What follows belongs to an exercise in optimizing a design on an open flow for small area; a production flow would make more cautious choices.
In this exercise RTL edits were held to simulation tests only and were not proved equivalent to the original.
No activity file was given, so power comes from the tool's default toggle rates. No driver is modelled on the clock port, so clocking that relies on it looks cheaper here than on a real chip.

**flow/design.v**
```verilog
module parity_mem #(
   parameter int unsigned DATA_W    = 8,
   parameter int unsigned ADDR_W    = 16,
   parameter int unsigned DEPTH     = 256,
   parameter int unsigned READ_LAT  = 1,
   parameter int unsigned ERR_CNT_W = 8
) (
   input  logic                 clk,
   input  logic                 rst_n,
   input  logic                 write,
   input  logic                 read,
   input  logic                 inject_err,
   input  logic                 err_clr,
   input  logic [DATA_W-1:0]    data_in,
   input  logic [ADDR_W-1:0]    address,
   output logic [DATA_W:0]      data_out,
   output logic                 rd_valid,
   output logic                 par_err,
   output logic                 addr_err,
   output logic [ERR_CNT_W-1:0] err_cnt
);
   localparam int unsigned NROW = 256;
   localparam int unsigned W    = DATA_W + 1;    
   logic               in_range;
   logic [15:0]        hi_rd;      
   logic [15:0]        hi_wr_n;    
   logic [15:0]        lo;         
   logic [15:0]        lo_n;
   logic [NROW-1:0]    we_row;
   logic [NROW-1:0]    rsel;
   logic [NROW-1:0]    written_d;
   logic [NROW-1:0]    written_q;
   logic [W-1:0]       mem [NROW];
   logic [NROW-1:0]    col [W];
   logic [W-1:0]       word;
   logic [DATA_W-1:0]  dout_q;
   logic               err_q;
   logic               rd_valid_q;
   logic               addr_err_q;
   logic [ERR_CNT_W-1:0] err_cnt_q;
   assign in_range = ~|address[ADDR_W-1:8];
   always_comb begin
      for (int i = 0; i < 16; i++) begin
         hi_rd[i]   = in_range & (address[7:4] == 4'(i));
         hi_wr_n[i] = ~(write & in_range & (address[7:4] == 4'(i)));
         lo[i]      = (address[3:0] == 4'(i));
         lo_n[i]    = ~lo[i];
      end
   end
   for (genvar r = 0; r < NROW; r++) begin : g_row
      pm_nor2 u_we   (.a(hi_wr_n[r/16]), .b(lo_n[r%16]), .y(we_row[r]));
      pm_or2  u_wf   (.a(written_q[r]), .b(we_row[r]), .y(written_d[r]));
      pm_and3 u_rsel (.a(hi_rd[r/16]), .b(lo[r%16]), .c(written_q[r]), .y(rsel[r]));
      always_ff @(posedge clk) begin
         if (we_row[r]) mem[r] <= {inject_err, data_in};
      end
      always_ff @(posedge clk or negedge rst_n) begin
         if (!rst_n) written_q[r] <= 1'b0;
         else        written_q[r] <= written_d[r];
      end
      for (genvar b = 0; b < W; b++) begin : g_bit
         assign col[b][r] = mem[r][b];
      end
   end
   for (genvar b = 0; b < W; b++) begin : g_col
      pm_sel256 u_sel (.sel(rsel), .d(col[b]), .y(word[b]));
   end
   always_ff @(posedge clk) begin
      dout_q <= word[DATA_W-1:0];
      err_q  <= word[DATA_W];
   end
   always_ff @(posedge clk or negedge rst_n) begin
      if (!rst_n) begin
         rd_valid_q <= 1'b0;
         addr_err_q <= 1'b0;
      end else begin
         rd_valid_q <= read & ~write;
         addr_err_q <= (read | write) & ~in_range;
      end
   end
   assign par_err = rd_valid_q & err_q;
   always_ff @(posedge clk or negedge rst_n) begin
      if (!rst_n) begin
         err_cnt_q <= '0;
      end else if (err_clr) begin
         err_cnt_q <= ERR_CNT_W'(par_err);
      end else if (par_err && (err_cnt_q != '1)) begin
         err_cnt_q <= err_cnt_q + 1'b1;
      end
   end
   assign data_out = {(^dout_q) ^ err_q, dout_q};
   assign rd_valid = rd_valid_q;
   assign addr_err = addr_err_q;
   assign err_cnt  = err_cnt_q;
endmodule
module pm_sel256 (
   input  logic [255:0] sel,
   input  logic [255:0] d,
   output logic         y
);
   logic [85:0] l1;
   logic [21:0] l2;
   logic [5:0]  l3;
   logic [1:0]  l4;
   for (genvar i = 0; i < 84; i++) begin : g_l1
      pm_aoi222 u (.a1(sel[3*i]),   .a2(d[3*i]),
                   .b1(sel[3*i+1]), .b2(d[3*i+1]),
                   .c1(sel[3*i+2]), .c2(d[3*i+2]), .y(l1[i]));
   end
   pm_aoi22 u_l1a (.a1(sel[252]), .a2(d[252]), .b1(sel[253]), .b2(d[253]), .y(l1[84]));
   pm_aoi22 u_l1b (.a1(sel[254]), .a2(d[254]), .b1(sel[255]), .b2(d[255]), .y(l1[85]));
   for (genvar i = 0; i < 21; i++) begin : g_l2
      pm_nand4 u (.a(l1[4*i]), .b(l1[4*i+1]), .c(l1[4*i+2]), .d(l1[4*i+3]), .y(l2[i]));
   end
   pm_nand2 u_l2 (.a(l1[84]), .b(l1[85]), .y(l2[21]));
   for (genvar i = 0; i < 5; i++) begin : g_l3
      pm_nor4 u (.a(l2[4*i]), .b(l2[4*i+1]), .c(l2[4*i+2]), .d(l2[4*i+3]), .y(l3[i]));
   end
   pm_nor2 u_l3 (.a(l2[20]), .b(l2[21]), .y(l3[5]));
   pm_nand3 u_l4a (.a(l3[0]), .b(l3[1]), .c(l3[2]), .y(l4[0]));
   pm_nand3 u_l4b (.a(l3[3]), .b(l3[4]), .c(l3[5]), .y(l4[1]));
   pm_or2   u_l5  (.a(l4[0]), .b(l4[1]), .y(y));
endmodule
module pm_aoi222 (input logic a1, a2, b1, b2, c1, c2, output logic y);
   assign y = ~((a1 & a2) | (b1 & b2) | (c1 & c2));
endmodule
module pm_aoi22 (input logic a1, a2, b1, b2, output logic y);
   assign y = ~((a1 & a2) | (b1 & b2));
endmodule
module pm_nand4 (input logic a, b, c, d, output logic y);
   assign y = ~(a & b & c & d);
endmodule
module pm_nand3 (input logic a, b, c, output logic y);
   assign y = ~(a & b & c);
endmodule
module pm_nand2 (input logic a, b, output logic y);
   assign y = ~(a & b);
endmodule
module pm_nor4 (input logic a, b, c, d, output logic y);
   assign y = ~(a | b | c | d);
endmodule
module pm_nor2 (input logic a, b, output logic y);
   assign y = ~(a | b);
endmodule
module pm_or2 (input logic a, b, output logic y);
   assign y = a | b;
endmodule
module pm_and3 (input logic a, b, c, output logic y);
   assign y = a & b & c;
endmodule
```
**flow/run.sh**
```bash
#!/bin/bash
# synth_recipe.tcl (not shown) runs the flow's synth.tcl, then flattens the netlist and writes it again
# the make line also repeats each setting of config.mk as NAME=value (left out here)
make -C /OpenROAD-flow-scripts/flow DESIGN_CONFIG=/design/flow/config.mk WORK_HOME=/design/flow/orfs CLKGATE_MAP_FILE= SYNTH_SCRIPT=/design/flow/synth_recipe.tcl finish
```
**flow/config.mk**
```make
export PLATFORM = sky130hd
export DESIGN_NAME = parity_mem
export DESIGN_NICKNAME = parity_mem
export VERILOG_FILES = /design/flow/design.v
export SDC_FILE = /design/flow/constraint.sdc
export NUM_CORES = 4
export LEC_CHECK = 0
export CAP_MARGIN = 20
export CORE_MARGIN = 2
export CORE_UTILIZATION = 40
export PLACE_DENSITY = 0.6
export SLEW_MARGIN = 20
export SYNTH_HIERARCHICAL = 1
```
**flow/constraint.sdc**
```tcl
create_clock -name core_clock -period 8.0 [get_ports {clk}]
set_input_delay 1.6000 -clock core_clock [delete_from_list [all_inputs] [get_ports {clk}]]
set_output_delay 1.6000 -clock core_clock [all_outputs]
set_load 0.01 [all_outputs]
```
==> results.toml, run 1 <==
[critical_path]
worst_setup_path_type = "primary input to register"
critPathMostFrequentCell = "sky130_fd_sc_hd__buf_4"
endpoint_kind = "register"
critical_path.endpoint = "dout_q[6]$_DFF_P_"
critical_path_cell_count = 12
critical_path.max_fanout = 17
critical_path.cell_chain = "clkdlybuf4s50_1 > nor2_1 > nand2_2 > buf_4 > clkinv_1 > buf_4 > and3_1 > a222oi_1 > nand4_1 > nor4_2 > nand3_1 > or2_1"
r2r.worst_path.cells = 6
critical_path_buf_inv_count = 4
timing.critical_path.from = "address[1]"
cp_slowest_cell = "sky130_fd_sc_hd__nor4_2"
startpoint_of_the_worst_slack_reg_to_reg_timing_path = "written_q[60]$_DFF_PN0_"
crit_required_ps = 8780
worst_setup_path_start_kind = "primary input"
worst_path_arrival_ps = 6190
ff2ff_setup_slack_ps = 4680
critical_path.top_delay_family = "simple AND/OR/NAND/NOR gates"
reg2reg_to = "dout_q[6]$_DFF_P_"
worst_path_largest_cell_delay_ps = 820

[sta]
setup_violations = 0
fin_skew_ps = 54.72
maxSlewHeadroom_pct = 17.42
post-route-min-period_ps = 5411
tns_ps = 0
slew_of_the_pin_with_the_lowest_slew_margin_ps = 1239
fmax_mhz = 184.8
grt_setup_unrepaired = "false"
report.final.slew_viol_count = 0
min_period_over_period_pct = 67.64
timing.final.hold_violations = 0

[global_route]
grt_util_all_layers_pct = 22.18
wire_length_of_the_first_global_routing_pass_mm = 368.3
groute.layer.met2.usage_pct = 34.26
initial_antenna_violation_count = 19
grt_pass1_vias = 49300
grt_overflow_total = 0
gr-usage-met3_pct = 4.786
grtUsageMet1_pct = 31.07
grt_start_max_net_pins = 185
global_route.peak_usage_layer = "met2"

[clocking]
cts.reportedPaths.clkPinSlew_ps = 60
post_cts.resized_instances = 0
cts_hold_repair.buffers = 0
cts_post_setup_buffers_inserted = 0
cts_tree = "done"
clk_path_buf_depth = 4
ctsHtreeMaxLevel = 5
tritoncts_num_sinks = 2579
clk-insertion-delay-late_ps = 940
cts-buffers-inserted = 276
root_buffer = "sky130_fd_sc_hd__clkbuf_16"

[placed_design]
post_dp_cell_area_um2 = 95660
gpl.final_weighted_congestion = 0.8722
dp_hpwl_mm = 152.3
io_buffers = 49

[final_layout]
nets = 4966
drive_gt1_share_pct = 10.90
final_area_um2 = 104500
finish.utilization_pct = 46.43
synthToLayoutAreaGrowth_pct = 15.22

[route]
iteration_0_drc_count_of_the_detailed_router = 9930
avgViaCountPerCell = 6.302
postRouteWirelength_mm = 260.9
wl_per_cell_um = 31.98
remaining_drc_errors = 0
dr_total_vias = 51420
detailedRoute.firstPassIterationCount = 10
count_of_nets_left_with_antenna_violations_after_detail_routing = 0

[yosys]
synth.yosys.seq_area_share_pct = 83.80
mappedNetlistArea_um2 = 90720
yosysWarnings = 11
synth_cell_type_count = 42
ys_dominant_reg_cell = "sky130_fd_sc_hd__edfxtp_1"
postSynthNetCount = 4575
postSynth.asyncResetShare_pct = 10.31
syn_avg_cell_area_um2 = 19.97
ys_ff_latch = 2579
syn-instance-count = 4544
number_of_enable_type_register_cells_in_the_synthesized_netlist = 2304

[power_and_ir_drop]
irDropWorstVdd_mv = 0.2506
power.net_switching_uw = 5361
power_frac_comb_pct = 1.4
power-per-cell-area_nw_per_um2 = 263.3
sequentialPowerShare_pct = 53.3
intPower_uw = 22160
p_sw_share_pct = 19.48
pwr-share-clk_pct = 45.3
p_leak_uw = 0.03510

[floorplan]
coreArea_um2 = 225100
die_area_um2 = 230600
initial_utilization_pct = 40.30
row_count = 174
floorplan.io_pins = 50
die_width_um = 480.2
die_height_um = 480.2

[min_path]
min-delay-path-class = "register to register"

[outcome]
outcome = "finished clean"

[job]
drv_cap = 0
==> stage by stage <==
stage	instances	total power [uW]	hold WS, ps	worst slack (ps)
floorplan	4544	14970	423.5	4296
global placement	7649	15340	437.9	1825
detailed placement	7649	15350	440.2	1771
CTS	8131	27680	454.4	2720
global route	8134	28240	462.8	2500
finish	8160	27520	451.8	2589
==> worst min-delay path by stage <==
stage                             start                  endpoint  depth (start not counted)
2_1_floorplan    written_q[0]$_DFF_PN0_    written_q[0]$_DFF_PN0_                          1
3_3_place_gp    written_q[58]$_DFF_PN0_   written_q[58]$_DFF_PN0_                          1
3_5_place_dp   written_q[155]$_DFF_PN0_  written_q[155]$_DFF_PN0_                          1
4_1_cts        written_q[172]$_DFF_PN0_  written_q[172]$_DFF_PN0_                          1
5_1_grt        written_q[108]$_DFF_PN0_  written_q[108]$_DFF_PN0_                          1
6_report       written_q[172]$_DFF_PN0_  written_q[172]$_DFF_PN0_                          1
==> registers in the layout, indices dropped and copies added, names as in the netlist <==
name        flops
addr_err_q      1
dout_q          8
err_cnt_q       8
err_q           1
mem          2304
rd_valid_q      1
written_q     256
==> per-module statistics from Yosys, one instance, submodules excluded, excerpt <==
module,flops+latches,cell area (um2)
parity_mem,2579,76810
pm_nor4,0,12.51
pm_aoi22,0,12.51
pm_aoi222,0,10.01
pm_or2,0,6.256
pm_nand4,0,6.256
pm_and3,0,6.256
pm_nor2,0,3.754
pm_nand2,0,3.754
==> per-layer routing <==
metal	up-vias	share of wire, %
met2	3269	47
met1	26730	39
met4	2	3.4
li1	21010	-
met5	-	0.0050
met3	409	11
==> synth_stat cells, types with 2 or more instances <==
library cell / n / area (um2)
sky130_fd_sc_hd__dfxtp_1: 9 / 180.2
sky130_fd_sc_hd__a21oi_1: 6 / 30.03
sky130_fd_sc_hd__nor4_2: 45 / 563.0
sky130_fd_sc_hd__nand3_1: 28 / 140.1
sky130_fd_sc_hd__xnor2_1: 6 / 52.55
sky130_fd_sc_hd__a22oi_2: 18 / 225.2
sky130_fd_sc_hd__mux2i_1: 3 / 30.03
sky130_fd_sc_hd__nor2b_1: 5 / 31.28
sky130_fd_sc_hd__nor3_1: 3 / 15.01
sky130_fd_sc_hd__or2_1: 266 / 1664
sky130_fd_sc_hd__a222oi_1: 756 / 7567
sky130_fd_sc_hd__inv_1: 17 / 63.81
sky130_fd_sc_hd__nor3b_2: 2 / 25.02
sky130_fd_sc_hd__nand4_1: 190 / 1189
sky130_fd_sc_hd__edfxtp_1: 2304 / 69190
sky130_fd_sc_hd__nor2_1: 292 / 1096
sky130_fd_sc_hd__xor2_1: 2 / 17.52
sky130_fd_sc_hd__nand3b_1: 2 / 15.01
sky130_fd_sc_hd__dfrtp_1: 266 / 6656
sky130_fd_sc_hd__nand2_1: 43 / 161.4
sky130_fd_sc_hd__nand2b_1: 3 / 18.77
sky130_fd_sc_hd__and3_1: 258 / 1614
==> cell usage in the layout (no fill, tap or decap), types with 3 or more instances in the layout <==
| master | synthesis | final |
|---|---|---|
| sky130_fd_sc_hd__clkbuf_1 | 0 | 71 |
| sky130_fd_sc_hd__mux2i_1 | 3 | 3 |
| sky130_fd_sc_hd__nand2_1 | 43 | 34 |
| sky130_fd_sc_hd__nand4_1 | 190 | 190 |
| sky130_fd_sc_hd__clkinv_2 | 0 | 31 |
| sky130_fd_sc_hd__nor2_2 | 0 | 8 |
| sky130_fd_sc_hd__buf_4 | 0 | 58 |
| sky130_fd_sc_hd__bufinv_16 | 0 | 22 |
| sky130_fd_sc_hd__or2_1 | 266 | 266 |
| sky130_fd_sc_hd__xnor2_1 | 6 | 6 |
| sky130_fd_sc_hd__nor3_1 | 3 | 3 |
| sky130_fd_sc_hd__a22oi_2 | 18 | 18 |
| sky130_fd_sc_hd__clkbuf_16 | 0 | 285 |
| sky130_fd_sc_hd__buf_8 | 0 | 10 |
| sky130_fd_sc_hd__nor4_2 | 45 | 46 |
| sky130_fd_sc_hd__dfxtp_1 | 9 | 9 |
| sky130_fd_sc_hd__clkinvlp_4 | 0 | 9 |
| sky130_fd_sc_hd__edfxtp_1 | 2304 | 2304 |
| sky130_fd_sc_hd__and3_1 | 258 | 258 |
| sky130_fd_sc_hd__nand3_2 | 0 | 6 |
| sky130_fd_sc_hd__a21oi_1 | 6 | 6 |
| sky130_fd_sc_hd__inv_6 | 0 | 6 |
| sky130_fd_sc_hd__a222oi_1 | 756 | 756 |
| sky130_fd_sc_hd__nand3_1 | 28 | 22 |
| sky130_fd_sc_hd__nor2b_1 | 5 | 5 |
| sky130_fd_sc_hd__diode_2 | 0 | 29 |
| sky130_fd_sc_hd__clkinv_1 | 0 | 37 |
| sky130_fd_sc_hd__inv_2 | 0 | 12 |
| sky130_fd_sc_hd__clkbuf_8 | 0 | 24 |
| sky130_fd_sc_hd__nor2_1 | 292 | 284 |
| sky130_fd_sc_hd__buf_12 | 0 | 7 |
| sky130_fd_sc_hd__clkdlybuf4s50_1 | 0 | 39 |
| sky130_fd_sc_hd__nand2_2 | 0 | 9 |
| sky130_fd_sc_hd__dfrtp_1 | 266 | 266 |
| sky130_fd_sc_hd__nand2b_1 | 3 | 3 |
==> power by group through the flow <==
| stage | clock (uW) | combinational [uW] | sequential [uW] |
|---|---|---|---|
| floorplan | 0 | 18.4 | 15000 |
| global route | 13200 | 408 | 14700 |
| CTS | 12600 | 394 | 14700 |
| finish | 12500 | 392 | 14700 |
| detailed placement | 0 | 396 | 15000 |
| global placement | 0 | 384 | 15000 |
==> logic make-up after synthesis <==
family / share of synthesized area [%]
flops: 83.80
simple gates: 7.333
compound gates: 8.673
buf+inv: 0.07447
xor+xnor: 0.07723
mux: 0.03310
fa+ha+maj: 0.01379
==> final cells by class <==
cell class / count / area, um2
Fill cell: 18730 / 120600
Sequential cell: 2579 / 76020
Multi-Input combinational cell: 1947 / 14710
Clock buffer: 380 / 7729
Tap cell: 2992 / 3744
Timing Repair Buffer: 114 / 1116
Clock inverter: 102 / 1069
Antenna cell: 29 / 72.57
Inverter: 17 / 63.81
==> run 2: changes to the inputs <==
--- a/flow/design.v
+++ b/flow/design.v
@@ -102,5 +102,5 @@
    logic [21:0] l2;
-   logic [5:0]  l3;
-   logic [1:0]  l4;
-   for (genvar i = 0; i < 84; i++) begin : g_l1
+   logic [10:0] l3;
+   logic [2:0]  l4;
+   for (genvar i = 0; i < 85; i++) begin : g_l1
       pm_aoi222 u (.a1(sel[3*i]),   .a2(d[3*i]),
@@ -109,4 +109,3 @@
    end
-   pm_aoi22 u_l1a (.a1(sel[252]), .a2(d[252]), .b1(sel[253]), .b2(d[253]), .y(l1[84]));
-   pm_aoi22 u_l1b (.a1(sel[254]), .a2(d[254]), .b1(sel[255]), .b2(d[255]), .y(l1[85]));
+   pm_nand2 u_l1 (.a(sel[255]), .b(d[255]), .y(l1[85]));
    for (genvar i = 0; i < 21; i++) begin : g_l2
@@ -115,9 +114,9 @@
    pm_nand2 u_l2 (.a(l1[84]), .b(l1[85]), .y(l2[21]));
-   for (genvar i = 0; i < 5; i++) begin : g_l3
-      pm_nor4 u (.a(l2[4*i]), .b(l2[4*i+1]), .c(l2[4*i+2]), .d(l2[4*i+3]), .y(l3[i]));
+   for (genvar i = 0; i < 11; i++) begin : g_l3
+      pm_nor2 u (.a(l2[2*i]), .b(l2[2*i+1]), .y(l3[i]));
    end
-   pm_nor2 u_l3 (.a(l2[20]), .b(l2[21]), .y(l3[5]));
-   pm_nand3 u_l4a (.a(l3[0]), .b(l3[1]), .c(l3[2]), .y(l4[0]));
-   pm_nand3 u_l4b (.a(l3[3]), .b(l3[4]), .c(l3[5]), .y(l4[1]));
-   pm_or2   u_l5  (.a(l4[0]), .b(l4[1]), .y(y));
+   pm_nand4 u_l4a (.a(l3[0]), .b(l3[1]), .c(l3[2]),  .d(l3[3]), .y(l4[0]));
+   pm_nand4 u_l4b (.a(l3[4]), .b(l3[5]), .c(l3[6]),  .d(l3[7]), .y(l4[1]));
+   pm_nand3 u_l4c (.a(l3[8]), .b(l3[9]), .c(l3[10]), .y(l4[2]));
+   pm_or3   u_l5  (.a(l4[0]), .b(l4[1]), .c(l4[2]), .y(y));
 endmodule
@@ -126,7 +125,7 @@
 endmodule
-module pm_aoi22 (input logic a1, a2, b1, b2, output logic y);
-   assign y = ~((a1 & a2) | (b1 & b2));
-endmodule
 module pm_nand4 (input logic a, b, c, d, output logic y);
    assign y = ~(a & b & c & d);
+endmodule
+module pm_nand2 (input logic a, b, output logic y);
+   assign y = ~(a & b);
 endmodule
@@ -135,7 +134,4 @@
 endmodule
-module pm_nand2 (input logic a, b, output logic y);
-   assign y = ~(a & b);
-endmodule
-module pm_nor4 (input logic a, b, c, d, output logic y);
-   assign y = ~(a | b | c | d);
+module pm_or3 (input logic a, b, c, output logic y);
+   assign y = a | b | c;
 endmodule
--- a/flow/config.mk
+++ b/flow/config.mk
@@ -9,3 +9,5 @@
 export CORE_MARGIN = 2
-export CORE_UTILIZATION = 40
+export CORE_UTILIZATION = 45
+export CTS_CLUSTER_DIAMETER = 100
+export CTS_CLUSTER_SIZE = 30
 export PLACE_DENSITY = 0.6
==> run 2 against run 1 <==
  * Critical endpoint is now dout_q[0]$_DFF_P_
  * Register-to-register slack improved by 60 ps
  * First-iteration DRC count rose by 3.5%
  * Design area decreased by 6.3%
  * Hold slack better by 13 ps
  * Fmax shrank 8.8%
  * Non-clock buffer count fell by 7
  * Via count shrank 1.5%
  * Still clean
  * Power is 22% lower
  * Sequential share of layout area grew 4.9 points
  * Utilization grew 2.6 points
==> results.toml, run 2 <==
[clocking]
tritoncts_num_sinks = 2579
cts.reportedPaths.clkPinSlew_ps = 120
cts-buffers-inserted = 97
cts_tree = "done"
ctsHtreeMaxLevel = 3
cts_hold_repair.buffers = 0
clk-insertion-delay-late_ps = 780
post_cts.resized_instances = 0
clk_path_buf_depth = 3
cts_post_setup_buffers_inserted = 0
root_buffer = "sky130_fd_sc_hd__clkbuf_16"

[floorplan]
coreArea_um2 = 199900
die_area_um2 = 204600
floorplan.io_pins = 50
die_height_um = 452.4
row_count = 164
die_width_um = 452.4
initial_utilization_pct = 45.26

[yosys]
syn-instance-count = 4598
mappedNetlistArea_um2 = 90470
post-synth-top-area-cell = "sky130_fd_sc_hd__edfxtp_1"
synthTopCellsByArea = "sky130_fd_sc_hd__edfxtp_1 76%, sky130_fd_sc_hd__a222oi_1 8.5%, sky130_fd_sc_hd__dfrtp_1 7.4%"
postSynthNetCount = 4629
yosysWarnings = 11
synth.yosys.seq_area_share_pct = 84.04
synth_cell_type_count = 40
syn_avg_cell_area_um2 = 19.67
yosys.area.top_type_share_pct = 76.48
ys_ff_latch = 2579
postSynth.asyncResetShare_pct = 10.31
ys_dominant_reg_cell = "sky130_fd_sc_hd__edfxtp_1"
number_of_enable_type_register_cells_in_the_synthesized_netlist = 2304
post-synth-top-count-cell = "sky130_fd_sc_hd__edfxtp_1"
top_cells_by_instance_count_after_synthesis = "2304 x sky130_fd_sc_hd__edfxtp_1, 765 x sky130_fd_sc_hd__a222oi_1, 382 x sky130_fd_sc_hd__nor2_1, 266 x sky130_fd_sc_hd__dfrtp_1, 258 x sky130_fd_sc_hd__and3_1"

[route]
postRouteWirelength_mm = 257.3
count_of_nets_left_with_antenna_violations_after_detail_routing = 0
iteration_0_drc_count_of_the_detailed_router = 10280
wl_per_cell_um = 33.92
remaining_drc_errors = 0
detailedRoute.firstPassIterationCount = 10
avgViaCountPerCell = 6.678
dr_total_vias = 50650

[critical_path]
worst_setup_path_start_kind = "primary input"
endpoint_kind = "register"
reg2reg_to = "dout_q[1]$_DFF_P_"
ff2ff_setup_slack_ps = 4740
startpoint_of_the_worst_slack_reg_to_reg_timing_path = "written_q[81]$_DFF_PN0_"
critical_path.max_fanout = 11
worst_path_arrival_ps = 6590
worst_setup_path_type = "primary input to register"
crit_required_ps = 8660
r2r.worst_path.cells = 6

[final_layout]
layout.filler_cells = 16370
sequential_cell_area_um2 = 76020
layout_top_registers = "mem (2304), written_q (256)"
highest_count_cells_in_the_layout_ignoring_fill_and_taps = "2304 x sky130_fd_sc_hd__edfxtp_1, 765 x sky130_fd_sc_hd__a222oi_1, 371 x sky130_fd_sc_hd__nor2_1"
largest-register = "mem"
drive_gt1_share_pct = 4.604
layout.cells.most_common = "sky130_fd_sc_hd__edfxtp_1"
nets = 4834
area_of_the_multi_input_gates_um2 = 14460
largest_register_ffs = 2304
synthToLayoutAreaGrowth_pct = 8.232

[sta]
fin_skew_ps = 31.40
maxSlewHeadroom_pct = 21.77
post-route-min-period_ps = 5931
min_period_over_period_pct = 74.14
report.final.slew_viol_count = 0
finalWorstSetupSlack_ps = 2069
slew_of_the_pin_with_the_lowest_slew_margin_ps = 1173
fmax_mhz = 168.6
setup_violations = 0
tns_ps = 0
grt_setup_unrepaired = "false"
timing.final.hold_violations = 0

[global_route]
grt_start_max_net_pins = 169
wire_length_of_the_first_global_routing_pass_mm = 360.4
grt_util_all_layers_pct = 24.51
initial_antenna_violation_count = 32
grt_pass1_vias = 47530
grt_overflow_total = 0

[min_path]
min-delay-path-class = "register to register"
hold_start = "written_q[48]$_DFF_PN0_"
whs_endpoint = "written_q[48]$_DFF_PN0_"
instance_count_along_the_most_critical_hold_path = 1

[placed_design]
io_buffers = 49
gpl.final_weighted_congestion = 0.8946
dp_hpwl_mm = 152.1
detailedPlace.worstSlack_ps = 1267

[power_and_ir_drop]
irDropWorstVdd_mv = 0.2007
power-per-cell-area_nw_per_um2 = 218.0
p_leak_uw = 0.03212
total_power_uw = 21350

[job]
drv_cap = 0

[outcome]
outcome = "finished clean"
==> run 2: per-module statistics from Yosys (local to each module, per instance), a selection <==
| module | cells | cell area [um2] | flops+latches | copies in the design |
|---|---|---|---|---|
| parity_mem | 2723 | 76810 | 2579 | 1 |
| pm_aoi222 | 1 | 10.01 | 0 | 765 |
| pm_and3 | 1 | 6.256 | 0 | 256 |
| pm_nand4 | 1 | 6.256 | 0 | 207 |
| pm_or2 | 1 | 6.256 | 0 | 256 |
| pm_or3 | 1 | 6.256 | 0 | 9 |
| pm_nand3 | 1 | 5.005 | 0 | 9 |
| pm_nand2 | 1 | 3.754 | 0 | 18 |
| pm_nor2 | 1 | 3.754 | 0 | 355 |
==> run 2: logic make-up (layout without fill, tap and decap cells) <==
group	after synthesis	count (layout)	share of synthesized area [%]
other cells	0	41	0
mux	3	3	0.03319
simple gates	1212	1212	7.217
xor+xnor	8	8	0.07745
compound gates	777	777	8.549
fa+ha+maj	1	1	0.01383
buf+inv	18	307	0.07468
flops	2579	2579	84.04
==> run 2: per-stage QoR <==
| stage | utilization, % | instance area, um2 | hold WS [ps] | std cells |
|---|---|---|---|---|
| 2_1_floorplan | - | 90470 | 423.5 | 4598 |
| 6_report | 48.99 | 97910 | 464.8 | 7584 |
| 4_1_cts | 48.94 | 97810 | 467.1 | 7543 |
| 3_5_place_dp | 47.51 | 94960 | 440.3 | 7360 |
| 3_3_place_gp | 47.51 | 94950 | 438.0 | 7360 |
| 5_1_grt | 48.95 | 97830 | 479.2 | 7550 |
==> run 2: layer usage <==
layer	global-route usage, %	part of all wire [%]	vias to the layer above
met3	4.044	10	333
met1	35.17	39	26590
met2	38.38	47	3144
li1	-	-	20570
met4	8.135	3.2	12
met5	0	0.029	-
==> run 2: area by class of cell <==
| type | count | area share, % |
|---|---|---|
| antenna | 41 | 0.1048 |
| clock buffer | 171 | 2.763 |
| clock inverter | 12 | 0.1495 |
| inverter | 17 | 0.06517 |
| multi-input combinational | 2001 | 14.77 |
| sequential | 2579 | 77.64 |
| tap | 2656 | 3.394 |
| timing repair buffer | 107 | 1.112 |
==> run 2: critical path, stage by stage <==
cell and delay, ps:
sky130_fd_sc_hd__clkdlybuf4s50_1 710, sky130_fd_sc_hd__nor2_1 210, sky130_fd_sc_hd__nand3_2 130, sky130_fd_sc_hd__clkinv_1 870
sky130_fd_sc_hd__buf_4 530, sky130_fd_sc_hd__and3_1 350, sky130_fd_sc_hd__a222oi_1 410, sky130_fd_sc_hd__nand4_1 240
sky130_fd_sc_hd__nor2_1 440, sky130_fd_sc_hd__nand4_1 540, sky130_fd_sc_hd__or3_1 520
==> run 2: power by group <==
part / switching (uW) / total [uW] / internal, uW
logic: 353 / 390 / 37.5
registers: 1.26 / 14700 / 14700
clock network: 3930 / 6300 / 2370
==> run 2: worst max-delay path by stage <==
stage / start / end / slack (ps) / depth (start not counted)
6_report: address[1] / dout_q[0]$_DFF_P_ / 2070 / 11
5_1_grt: address[1] / dout_q[0]$_DFF_P_ / 2100 / 11
4_1_cts: address[0] / dout_q[0]$_DFF_P_ / 2110 / 11
3_5_place_dp: address[0] / dout_q[0]$_DFF_P_ / 1270 / 11
3_3_place_gp: address[1] / dout_q[0]$_DFF_P_ / 1350 / 11
2_1_floorplan: address[9] / dout_q[0]$_DFF_P_ / 4310 / 9
==> run 3: changes to the inputs <==
--- a/flow/design.v
+++ b/flow/design.v
@@ -30,2 +30,3 @@
    logic [NROW-1:0]    rsel;
+   logic               any_wr_q;
    logic [NROW-1:0]    written_d;
@@ -43,3 +44,3 @@
       for (int i = 0; i < 16; i++) begin
-         hi_rd[i]   = in_range & (address[7:4] == 4'(i));
+         hi_rd[i]   = any_wr_q & in_range & (address[7:4] == 4'(i));
          hi_wr_n[i] = ~(write & in_range & (address[7:4] == 4'(i)));
@@ -51,3 +52,3 @@
       pm_nor2 u_we   (.a(hi_wr_n[r/16]), .b(lo_n[r%16]), .y(we_row[r]));
-      pm_or2  u_wf   (.a(written_q[r]), .b(we_row[r]), .y(written_d[r]));
+      pm_a21o u_wf   (.a1(written_q[r]), .a2(any_wr_q), .b1(we_row[r]), .y(written_d[r]));
       pm_and3 u_rsel (.a(hi_rd[r/16]), .b(lo[r%16]), .c(written_q[r]), .y(rsel[r]));
@@ -56,5 +57,4 @@
       end
-      always_ff @(posedge clk or negedge rst_n) begin
-         if (!rst_n) written_q[r] <= 1'b0;
-         else        written_q[r] <= written_d[r];
+      always_ff @(posedge clk) begin
+         written_q[r] <= written_d[r];
       end
@@ -66,2 +66,6 @@
       pm_sel256 u_sel (.sel(rsel), .d(col[b]), .y(word[b]));
+   end
+   always_ff @(posedge clk or negedge rst_n) begin
+      if (!rst_n)     any_wr_q <= 1'b0;
+      else if (write & in_range) any_wr_q <= 1'b1;
    end
@@ -143,2 +147,5 @@
 endmodule
+module pm_a21o (input logic a1, a2, b1, output logic y);
+   assign y = (a1 & a2) | b1;
+endmodule
 module pm_and3 (input logic a, b, c, output logic y);
==> run 3 against run 2 <==
  * Still clean on timing, DRC and antenna
  * Synthesized cell count hardly changed
  * Worst setup slack better by 490 ps
  * Design area is 1.1% lower
  * Utilization hardly changed
  * Area after synthesis is 1.0% lower
  * Critical path type unchanged
  * Highest routed layer is now met4
==> results.toml, run 3 <==
[yosys]
post-synth-top-count-cell = "sky130_fd_sc_hd__edfxtp_1"
mappedNetlistArea_um2 = 89540
ys_ff_latch = 2580
syn-instance-count = 4597
yosys.area.top_type_share_pct = 77.26
top_cells_by_instance_count_after_synthesis = "2304 x sky130_fd_sc_hd__edfxtp_1, 765 x sky130_fd_sc_hd__a222oi_1, 380 x sky130_fd_sc_hd__nor2_1, 265 x sky130_fd_sc_hd__dfxtp_1"
synthTopCellsByArea = "sky130_fd_sc_hd__edfxtp_1 77%, sky130_fd_sc_hd__a222oi_1 8.6%, sky130_fd_sc_hd__dfxtp_1 5.9%"
post-synth-top-area-cell = "sky130_fd_sc_hd__edfxtp_1"
number_of_enable_type_register_cells_in_the_synthesized_netlist = 2304
postSynth.asyncResetShare_pct = 0.4264
synth.yosys.seq_area_share_pct = 83.50
ys_dominant_reg_cell = "sky130_fd_sc_hd__edfxtp_1"
syn_avg_cell_area_um2 = 19.48
yosysWarnings = 11
synth_cell_type_count = 39
postSynthNetCount = 4628

[min_path]
whs_endpoint = "written_q[192]$_DFF_P_"
min-delay-path-class = "register to register"
instance_count_along_the_most_critical_hold_path = 1
hold_start = "written_q[192]$_DFF_P_"

[floorplan]
floorplan.io_pins = 50
initial_utilization_pct = 45.31
die_area_um2 = 202600
coreArea_um2 = 197600
die_width_um = 450.1
die_height_um = 450.1
row_count = 163

[critical_path]
worst_path_arrival_ps = 6130
critical_path.top_delay_family = "simple AND/OR/NAND/NOR gates"
endpoint_kind = "register"
cp_slowest_cell = "sky130_fd_sc_hd__clkdlybuf4s50_1"
ff2ff_setup_slack_ps = 3580
critical_path.cell_chain = "clkdlybuf4s50_1 > nor2b_1 > nand3_2 > buf_4 > inv_2 > buf_4 > and3_1 > a222oi_1 > nand4_1 > nor2_1 > nand3_1 > or3_1"
worst_setup_path_type = "primary input to register"
critical_path_buf_inv_count = 4
r2r.worst_path.cells = 10
startpoint_of_the_worst_slack_reg_to_reg_timing_path = "any_wr_q$_DFFE_PN0P_"
crit_required_ps = 8690
critPathMostFrequentCell = "sky130_fd_sc_hd__buf_4"
reg2reg_to = "dout_q[4]$_DFF_P_"
worst_setup_path_start_kind = "primary input"
worst_path_largest_cell_delay_ps = 680
critical_path.max_fanout = 23

[route]
count_of_nets_left_with_antenna_violations_after_detail_routing = 0
avgViaCountPerCell = 6.735
remaining_drc_errors = 0
dr_total_vias = 50820
detailedRoute.firstPassIterationCount = 9
postRouteWirelength_mm = 256.2
iteration_0_drc_count_of_the_detailed_router = 10150
wl_per_cell_um = 33.96

[final_layout]
nets = 4826
synthToLayoutAreaGrowth_pct = 8.162
highest_count_cells_in_the_layout_ignoring_fill_and_taps = "2304 x sky130_fd_sc_hd__edfxtp_1, 765 x sky130_fd_sc_hd__a222oi_1, 368 x sky130_fd_sc_hd__nor2_1"
layout_top_registers = "mem (2304), written_q (256)"
drive_gt1_share_pct = 4.553
layout.cells.most_common = "sky130_fd_sc_hd__edfxtp_1"
largest_register_ffs = 2304
largest-register = "mem"

[power_and_ir_drop]
p_sw_share_pct = 20.05
power-per-cell-area_nw_per_um2 = 220.0
pwr-share-clk_pct = 29.4
power_frac_comb_pct = 1.9
total_power_uw = 21310
power.net_switching_uw = 4271
p_leak_uw = 0.03205
sequentialPowerShare_pct = 68.8
irDropWorstVdd_mv = 0.1493
intPower_uw = 17030

[sta]
report.final.slew_viol_count = 0
slew_of_the_pin_with_the_lowest_slew_margin_ps = 1159
fin_skew_ps = 33.59
maxSlewHeadroom_pct = 22.73
post-route-min-period_ps = 5440
timing.final.hold_violations = 0
tns_ps = 0
setup_violations = 0
min_period_over_period_pct = 68.00
fmax_mhz = 183.8
grt_setup_unrepaired = "false"

[placed_design]
dp_hpwl_mm = 149.3
gpl.final_weighted_congestion = 0.8847
io_buffers = 49

[clocking]
cts_tree = "done"
cts-buffers-inserted = 96
post_cts.resized_instances = 0
cts_post_setup_buffers_inserted = 0
tritoncts_num_sinks = 2580
cts.reportedPaths.clkPinSlew_ps = 120
root_buffer = "sky130_fd_sc_hd__clkbuf_16"
clk_path_buf_depth = 3
cts_hold_repair.buffers = 0
clk-insertion-delay-late_ps = 790
ctsHtreeMaxLevel = 3

[job]
drv_cap = 0

[global_route]
wire_length_of_the_first_global_routing_pass_mm = 359.6
grt_start_max_net_pins = 193
grt_util_all_layers_pct = 24.63
grt_overflow_total = 0
initial_antenna_violation_count = 19
grt_pass1_vias = 47610

[outcome]
outcome = "finished clean"
run 3: cell count changes after synthesis, moves of 4 or more:
cell / previous run / this run
sky130_fd_sc_hd__a21oi_1: 6 / 2
sky130_fd_sc_hd__nor2b_1: 5 / 9
sky130_fd_sc_hd__a21o_1: 0 / 256
sky130_fd_sc_hd__dfxtp_1: 9 / 265
sky130_fd_sc_hd__or2_1: 257 / 1
sky130_fd_sc_hd__nand2_1: 52 / 46
sky130_fd_sc_hd__dfrtp_1: 266 / 11
run 3: per-stage QoR:
stage	instance area [um2]	instances	hold WS, ps	setup slack [ps]	util (%)
after global placement	93940	7335	428.2	1796	47.53
after CTS	96750	7515	460.8	2680	48.96
after global routing	96780	7517	472.4	2519	48.97
after detailed placement	93970	7336	435.2	1814	47.55
final	96850	7545	458.5	2560	49.01
after floorplan	89540	4597	423.5	1701	-
run 3: cell type report:
cell class,count,area [um2]
clock inverters,6,73.82
well taps,2640,3303
inverters,18,67.56
fillers,16100,100800
multi-input cells,1998,14790
clock buffers,173,2713
diodes,29,72.57
flip-flops and latches,2580,74770
repair buffers,101,1059
run 3: worst max path at each step:
stage                              start                 to  slack (ps)  cells past startpoint
floorplan           any_wr_q$_DFFE_PN0P_  dout_q[0]$_DFF_P_        1700                      9
detailed placement            address[3]  dout_q[2]$_DFF_P_        1810                     12
CTS                           address[3]  dout_q[2]$_DFF_P_        2680                     12
global placement              address[3]  dout_q[2]$_DFF_P_        1800                     12
global route                  address[3]  dout_q[2]$_DFF_P_        2520                     12
finish                        address[2]  dout_q[2]$_DFF_P_        2560                     12
run 3: cells by family (layout without fill, tap and decap cells):
family                   count (synthesis)  count (layout)  share of synthesized area [%]
adder cells (fa/ha/maj)                  1               1                        0.01397
buffers and inverters                   19             298                        0.07964
flip-flops                            2580            2580                          83.50
other                                    0              29                              0
AND/OR/NAND/NOR                        954             954                          5.512
XOR/XNOR                                 8               8                        0.07825
multiplexers                             3               3                        0.03493
AO/OA/AOI/OAI                         1032            1032                          10.78
run 3: worst register-to-register path: cells and delay by family, from the launching register on:
family                 cells  cell delay [ps]
and+or+nand+nor            8             2610
DFF                        1              760
AOI/OAI and AO/OA          1              710
buffers and inverters      1              240
run 3: modules after synthesis (local to each module, per instance), excerpt:
module / times used / cell area, um2 / flops+latches
pm_nand2: 18 / 3.754 / 0
pm_a21o: 256 / 7.507 / 0
pm_or3: 9 / 6.256 / 0
pm_and3: 256 / 6.256 / 0
pm_aoi222: 765 / 10.01 / 0
pm_nor2: 355 / 3.754 / 0
pm_nand4: 207 / 6.256 / 0
pm_nand3: 9 / 5.005 / 0
parity_mem: 1 / 75570 / 2580
run 3: power groups by stage:
stage	Clock, uW	Sequential, uW	Combinational [uW]
after CTS	6340	14600	393
after global routing	6780	14600	407
after global placement	0	15000	383
final	6260	14600	395
after detailed placement	0	15000	394
after floorplan	0	15000	22.9
run 3: routing by layer:
metal / part of all wire, % / track usage [%] / wire (um)
met1: 39 / 35.50 / 100700
met2: 47 / 38.66 / 120500
met3: 11 / 3.751 / 27020
met4: 3.1 / 7.907 / 7976
met5: 0 / 0 / 0
==> run 4: changes to the inputs <==
==> flow/flow/run.sh (new file) <==
#!/bin/bash
set -o pipefail
export CTS_ARGS="-sink_clustering_enable -repair_clock_nets -sink_clustering_size 28 -sink_clustering_max_diameter 100 -dont_use_dummy_load"
export BUFFER_PORTS_ARGS="-buffer_cell sky130_fd_sc_hd__buf_1"
bash standard.sh > standard.log 2>&1
==> flow/standard.sh (new file) <==
#!/bin/bash
# synth_recipe.tcl (not shown) runs the flow's synth.tcl, then flattens the netlist and writes it again
# the make line also repeats each setting of config.mk as NAME=value (left out here)
make -C /OpenROAD-flow-scripts/flow DESIGN_CONFIG=/design/flow/config.mk WORK_HOME=/design/flow/orfs CLKGATE_MAP_FILE= SYNTH_SCRIPT=/design/flow/synth_recipe.tcl "${@:-finish}"
removed: flow/run.sh
==> run 4 against run 3 <==
  * Still clean
  * Critical path depth did not move
  * Global-route usage rose by 0.081 points
  * First-iteration DRC count fell by 3.5%
  * Critical endpoint is now err_q$_DFF_P_
  * Highest routed layer is now met5
==> results.toml, run 4 <==
[clocking]
cts_hold_repair.buffers = 0
clk_path_buf_depth = 3
cts_post_setup_buffers_inserted = 0
post_cts.resized_instances = 0
tritoncts_num_sinks = 2580
cts-buffers-inserted = 103
root_buffer = "sky130_fd_sc_hd__clkbuf_16"
ctsHtreeMaxLevel = 3
clk-insertion-delay-late_ps = 790
cts.reportedPaths.clkPinSlew_ps = 100
cts_tree = "done"

[final_layout]
largest_register_ffs = 2304
highest_count_cells_in_the_layout_ignoring_fill_and_taps = "2304 x sky130_fd_sc_hd__edfxtp_1, 765 x sky130_fd_sc_hd__a222oi_1, 368 x sky130_fd_sc_hd__nor2_1"
drive_gt1_share_pct = 4.864
area_of_the_multi_input_gates_um2 = 14800
synthToLayoutAreaGrowth_pct = 7.649
finish.utilization_pct = 48.78
layout.cells.most_common = "sky130_fd_sc_hd__edfxtp_1"
final_area_um2 = 96390
largest-register = "mem"
nets = 4844
layout_top_registers = "mem (2304), written_q (256)"
layout.filler_cells = 16120
sequential_cell_area_um2 = 74770

[yosys]
yosysWarnings = 11
syn-instance-count = 4597
post-synth-top-count-cell = "sky130_fd_sc_hd__edfxtp_1"
synthTopCellsByArea = "sky130_fd_sc_hd__edfxtp_1 77%, sky130_fd_sc_hd__a222oi_1 8.6%, sky130_fd_sc_hd__dfxtp_1 5.9%"
synth_cell_type_count = 39
post-synth-top-area-cell = "sky130_fd_sc_hd__edfxtp_1"
synth.yosys.seq_area_share_pct = 83.50
mappedNetlistArea_um2 = 89540
yosys.area.top_type_share_pct = 77.26
syn_avg_cell_area_um2 = 19.48
top_cells_by_instance_count_after_synthesis = "2304 x sky130_fd_sc_hd__edfxtp_1, 765 x sky130_fd_sc_hd__a222oi_1, 380 x sky130_fd_sc_hd__nor2_1, 265 x sky130_fd_sc_hd__dfxtp_1"
ys_dominant_reg_cell = "sky130_fd_sc_hd__edfxtp_1"
postSynthNetCount = 4628
ys_ff_latch = 2580
postSynth.asyncResetShare_pct = 0.4264
number_of_enable_type_register_cells_in_the_synthesized_netlist = 2304

[power_and_ir_drop]
sequentialPowerShare_pct = 69.3
intPower_uw = 16980
total_power_uw = 21130
power-per-cell-area_nw_per_um2 = 219.3
power_frac_comb_pct = 1.8
irDropWorstVdd_mv = 0.1755
p_leak_uw = 0.03193
power.net_switching_uw = 4154
pwr-share-clk_pct = 28.9
p_sw_share_pct = 19.66

[critical_path]
reg2reg_to = "dout_q[4]$_DFF_P_"
r2r.worst_path.cells = 10
critical_path.endpoint = "err_q$_DFF_P_"
worst_setup_path_start_kind = "primary input"
worst_path_arrival_ps = 5940
endpoint_kind = "register"
worst_setup_path_type = "primary input to register"
timing.critical_path.from = "address[2]"
crit_required_ps = 8670
critical_path.max_fanout = 20
startpoint_of_the_worst_slack_reg_to_reg_timing_path = "any_wr_q$_DFFE_PN0P_"
ff2ff_setup_slack_ps = 3520

[route]
iteration_0_drc_count_of_the_detailed_router = 9796
detailedRoute.firstPassIterationCount = 9
avgViaCountPerCell = 6.777
remaining_drc_errors = 0
wl_per_cell_um = 34.41
count_of_nets_left_with_antenna_violations_after_detail_routing = 0
postRouteWirelength_mm = 257.0
dr_total_vias = 50620

[sta]
maxSlewHeadroom_pct = 22.87
grt_setup_unrepaired = "false"
setup_violations = 0
final.hold.worst_slack_ps = 455.8
slew_of_the_pin_with_the_lowest_slew_margin_ps = 1157
report.final.slew_viol_count = 0
fin_skew_ps = 74.88
min_period_over_period_pct = 65.87
tns_ps = 0
timing.final.hold_violations = 0
fmax_mhz = 189.8
post-route-min-period_ps = 5270

[placed_design]
gpl.final_weighted_congestion = 0.8791
post_dp_cell_area_um2 = 93710
io_buffers = 49
dp_hpwl_mm = 152.7

[outcome]
outcome = "finished clean"

[floorplan]
die_height_um = 450.1
row_count = 163
coreArea_um2 = 197600
die_area_um2 = 202600
die_width_um = 450.1
floorplan.io_pins = 50
initial_utilization_pct = 45.31

[global_route]
grtUsageMet1_pct = 35.17
gr-usage-met3_pct = 3.862
initial_antenna_violation_count = 22
groute.layer.met2.usage_pct = 39.19
global_route.peak_usage_layer = "met2"
grt_overflow_total = 0
grt_pass1_vias = 47790
grt_start_max_net_pins = 199
wire_length_of_the_first_global_routing_pass_mm = 361.9
grt_util_all_layers_pct = 24.71

[min_path]
instance_count_along_the_most_critical_hold_path = 1
min-delay-path-class = "register to register"

[job]
drv_cap = 0
[run 4: per-layer routing]
metal | vias up | wire (um) | part of all wire, %
met3 | 319 | 26170 | 10
li1 | 20720 | - | -
met1 | 26670 | 100700 | 39
met4 | 8 | 8079 | 3.1
met5 | - | 49 | 0.019
met2 | 2907 | 122000 | 47
[run 4: critical path: stages]
cell and delay [ps]:
sky130_fd_sc_hd__buf_1 320, sky130_fd_sc_hd__nor2_1 220, sky130_fd_sc_hd__nand2_2 110, sky130_fd_sc_hd__buf_4 610, sky130_fd_sc_hd__inv_2 40, sky130_fd_sc_hd__buf_4 370
sky130_fd_sc_hd__and3_1 390, sky130_fd_sc_hd__a222oi_1 740, sky130_fd_sc_hd__nand4_1 310, sky130_fd_sc_hd__nor2_1 510, sky130_fd_sc_hd__nand4_1 260, sky130_fd_sc_hd__or3_1 420
[run 4: power groups by stage]
stage / sequential, uW / clock (uW) / combinational (uW)
after global routing: 14700 / 6640 / 399
after global placement: 15000 / 0 / 377
final: 14600 / 6100 / 388
after CTS: 14600 / 6180 / 385
after detailed placement: 15000 / 0 / 386
after floorplan: 15000 / 0 / 22.9
[run 4: area by class of cell]
cell class                      count  share of cell area, %
Multi-Input combinational cell   1998                  15.35
Clock buffer                      103                  2.674
Timing Repair Buffer              112                 0.8619
Sequential cell                  2580                  77.57
Inverter                           18                0.07009
Tap cell                         2640                  3.427
Antenna cell                       18                0.04673
[run 4: cells by family after synthesis]
logic type / count (synthesis) / synth area share, %
flops: 2580 / 83.50
xor+xnor: 8 / 0.07825
mux: 3 / 0.03493
compound gates: 1032 / 10.78
fa+ha+maj: 1 / 0.01397
buf+inv: 19 / 0.07964
simple gates: 954 / 5.512
[run 4: modules after synthesis, one instance, submodules excluded, a selection]
| module | flip-flops and latches | area, um2 | copies in the design | cells inside |
|---|---|---|---|---|
| parity_mem | 2580 | 75570 | 1 | 2722 |
| pm_nor2 | 0 | 3.754 | 355 | 1 |
| pm_and3 | 0 | 6.256 | 256 | 1 |
| pm_a21o | 0 | 7.507 | 256 | 1 |
| pm_nand4 | 0 | 6.256 | 207 | 1 |
| pm_or3 | 0 | 6.256 | 9 | 1 |
| pm_nand3 | 0 | 5.005 | 9 | 1 |
| pm_nand2 | 0 | 3.754 | 18 | 1 |
[run 4: how the worst min path moves through the flow]
stage	from	endpoint	slack, ps
floorplan	written_q[0]$_DFF_P_	written_q[0]$_DFF_P_	420
global placement	written_q[14]$_DFF_P_	written_q[14]$_DFF_P_	430
detailed placement	written_q[112]$_DFF_P_	written_q[112]$_DFF_P_	440
CTS	written_q[59]$_DFF_P_	written_q[59]$_DFF_P_	460
global route	written_q[253]$_DFF_P_	written_q[253]$_DFF_P_	470
finish	written_q[10]$_DFF_P_	written_q[10]$_DFF_P_	460
[run 4: metrics by stage]
| step | std cells | setup slack, ps |
|---|---|---|
| 2_1_floorplan | 4597 | 1701 |
| 3_3_place_gp | 7346 | 2004 |
| 3_5_place_dp | 7346 | 2023 |
| 4_1_cts | 7449 | 2879 |
| 5_1_grt | 7454 | 2678 |
| 6_report | 7469 | 2730 |

[what the ideal ports hide]
Ports are ideal in the flow. The routed layouts listed here were re-timed in OpenROAD.
Step 1 (the two cells are an assumption about what drives the block):
set clk [get_ports {clk}]
set_driving_cell -lib_cell sky130_fd_sc_hd__clkbuf_16 $clk
set_driving_cell -lib_cell sky130_fd_sc_hd__buf_2 [delete_from_list [all_inputs] $clk]
Step 2 times the ports against the registers' clock, not the clock port: input delays grow and output delays shrink by t, the midpoint of the rising clock arrivals with the driver on.
Three values: no drivers, after step 1, after step 2; two values: the first two.
run	t (ns)	slack for setup (ns)	hold WS [ns]
run 1	1.002	2.589 / 2.666 / 1.664	0.452 / 0.452 / 0.452
run 2	0.857	2.069 / 2.141 / 1.284	0.465 / 0.465 / 0.465
run 3	0.861	2.560 / 2.624 / 1.763	0.458 / 0.458 / 0.458
run 4	0.831	2.730 / 2.790 / 1.960	0.456 / 0.456 / 0.456
After both steps setup and hold are still met in every run listed. The setup slack of run 1, which loses most, moves by +0.077 ns with the drivers and by -0.925 ns with both steps.
